This is an optimization exercise on Yosys and OpenROAD, whose aim is small area, a short achievable clock period and few clock cycles per item, not a production implementation.
Function was checked by simulation only, so behaviour that the tests miss may differ from the original.

Setup of exp/zinc:
// modular_exponentiation_top
module modular_exponentiation_top #(
  parameter int unsigned EXP_WIDTH = 64
) (
  input  wire          clk_i,
  input  wire          rst_ni,
  input  wire          s_axis_tvalid,
  output logic         s_axis_tready,
  input  wire  [127:0] s_axis_tdata,    
  output logic         m_axis_tvalid,
  input  wire          m_axis_tready,
  output logic [31:0]  m_axis_tdata,    
  input  wire          cfg_valid_i,
  output logic         cfg_ready_o,
  input  wire  [30:0]  cfg_data_i       
);
export LEC_CHECK = 0
export CAP_MARGIN = 0
export CORE_MARGIN = 2
export CORE_UTILIZATION = 40
export SLEW_MARGIN = 0
create_clock -name core_clock -period 10.0 [get_ports {clk_i}]
standard.sh (not shown) runs the stock make flow with config.mk's settings and CLKGATE_MAP_FILE= SYNTH_SCRIPT=/design/flow/synth_recipe.tcl, a recipe that flattens the netlist after the stock synthesis.
==> flow/flow/run.sh <==
#!/bin/bash
# Standard ORFS layout (the standard.sh, standard synthesis) with a larger
# setup margin for timing repair; make's output goes to make_finish.log.
set -euo pipefail
bash standard.sh SETUP_SLACK_MARGIN=6 finish > make_finish.log 2>&1
exp/zinc finished end to end and its layout was clean on timing, DRC and antenna.
Testbench counts of exp/zinc, summed over its fixed seeds: cycles 179,520, items 192.
For exp/willow, these inputs were changed with respect to exp/zinc:
-- flow/config.mk --
<<< exp/zinc, line 7
export LEC_CHECK = 0
export CAP_MARGIN = 0
export CORE_MARGIN = 2
export CORE_UTILIZATION = 40
export SLEW_MARGIN = 0
>>> exp/willow, line 7
export LEC_CHECK = 0
export CAP_MARGIN = 20
export CORE_MARGIN = 2
export CORE_UTILIZATION = 30
export SLEW_MARGIN = 20
--- outcome ---
exp/zinc: flow completed, timing, DRC and antenna clean
Looking at the reports, exp/willow completed the entire flow and the layout it produced met the timing, design-rule and antenna checks.
s_q[5] as the capture point of the critical path was reported by exp/zinc, and s_q[4] by exp/willow.
Final cycle utilization of the critical path in exp/willow is 0.97 points above exp/zinc.
Taking exp/zinc as the reference point, the maximum frequency of exp/willow falls by 5.4 MHz.
Relative to exp/zinc, sequential share of cell area has gone down in exp/willow.
NOTE: slack of the critical path in exp/willow falls short of that of exp/zinc
Diff exp/zinc -> exp/willow: global-route wire length before repair picked up an extra 4.3%, number of vias after detailed routing picked up an extra 99.
The die of exp/willow is larger than the one used in exp/zinc.
[exp/willow] die height rose 15% relative to exp/zinc
Summary — count of buffering cells on the critical path with inverters included, exp/willow relative to exp/zinc: higher, by 2.
The die span in x number comes out higher for exp/willow vs exp/zinc.

Setup of run 1:
Starting RTL as in the previous note.
==> flow/config.mk <==
export PLATFORM = sky130hd
export DESIGN_NAME = modular_exponentiation_top
export DESIGN_NICKNAME = modular_exponentiation_top
export VERILOG_FILES = /design/flow/design.v
export SDC_FILE = /design/flow/constraint.sdc
export NUM_CORES = 4
export LEC_CHECK = 0
export ABC_AREA = 1
export CAP_MARGIN = 20
export CORE_MARGIN = 2
export CORE_UTILIZATION = 40
export SLEW_MARGIN = 20
==> flow/constraint.sdc <==
create_clock -name core_clock -period 10.0 [get_ports {clk_i}]
set_input_delay 2.0000 -clock core_clock [delete_from_list [all_inputs] [get_ports {clk_i}]]
set_output_delay 2.0000 -clock core_clock [all_outputs]
set_load 0.01 [all_outputs]
Scripts as last shown in full above: flow/flow/run.sh
Run 1 went all the way through the flow, and no timing, DRC or antenna check failed.
Testbench counts of run 1, summed over its fixed seeds: cycles 179,520, items 192.
The following lists how run 2 was set up differently from run 1:
Settings: ABC_AREA removed (was 1).
Taking run 1 as the reference, in run 2 relative area change from synthesis to final layout lower, final weighted congestion in routability-driven placement went down 0.76%, final-stage net count went down.
In run 2, global-route usage is lower than in run 1.
Of the two values seen for worst setup path startpoint, s_q[27]$_DFF_P_ was produced by run 1 and c_q[27]$_DFF_P_ by run 2.
Run 2 has completed all stages; timing, DRC and antenna checks passed.
Relative to run 2, the following input files were edited for run 3:
Settings: TNS_END_PERCENT: unset -> 10.
Findings:
Number of gates resized after CTS (lower): run 3. The critical path data required time on run 3 is in line with that on run 2. [compare] base=run 2 new=run 3: area fraction of clock buffers and clock inverters climbed 0.62 points; setup slack shows a reduction of 0.072 ns.

-- afterwards: timing with drivers on the ports --
In the flow no input, the clock included, has a driving cell. The finished layouts below were timed again as built, in two steps. Step 1 assumes that a clkbuf_16 drives the clock port and a buf_2 every other input. Step 2 moves the port delays by t, midway between the first and last clock arrival at a register: inputs arrive t later, outputs are due t later. That takes back most of the time a late clock gives input paths. a / b / c = ideal ports / drivers / drivers and shift; a / b = the first two.
| run | t, ns | setup WS [ns] | worst setup path at the end |
|---|---|---|---|
| exp/zinc | 0.609 | 5.798 / 5.798 / 5.579 | input to register |
| exp/willow | 0.597 | 5.700 / 5.700 / 5.577 | input to register |
| run 1 | 0.609 | 5.860 / 5.860 / 5.467 | input to register |
| run 2 | 0.609 | 5.797 / 5.797 / 5.579 | input to register |
| run 3 | 0.617 | 5.725 / 5.725 / 5.556 | input to register |
After both steps every run listed still meets setup and hold. The setup slack of run 1, which loses most, moves by 0.000 ns with the drivers and by -0.393 ns with both steps.
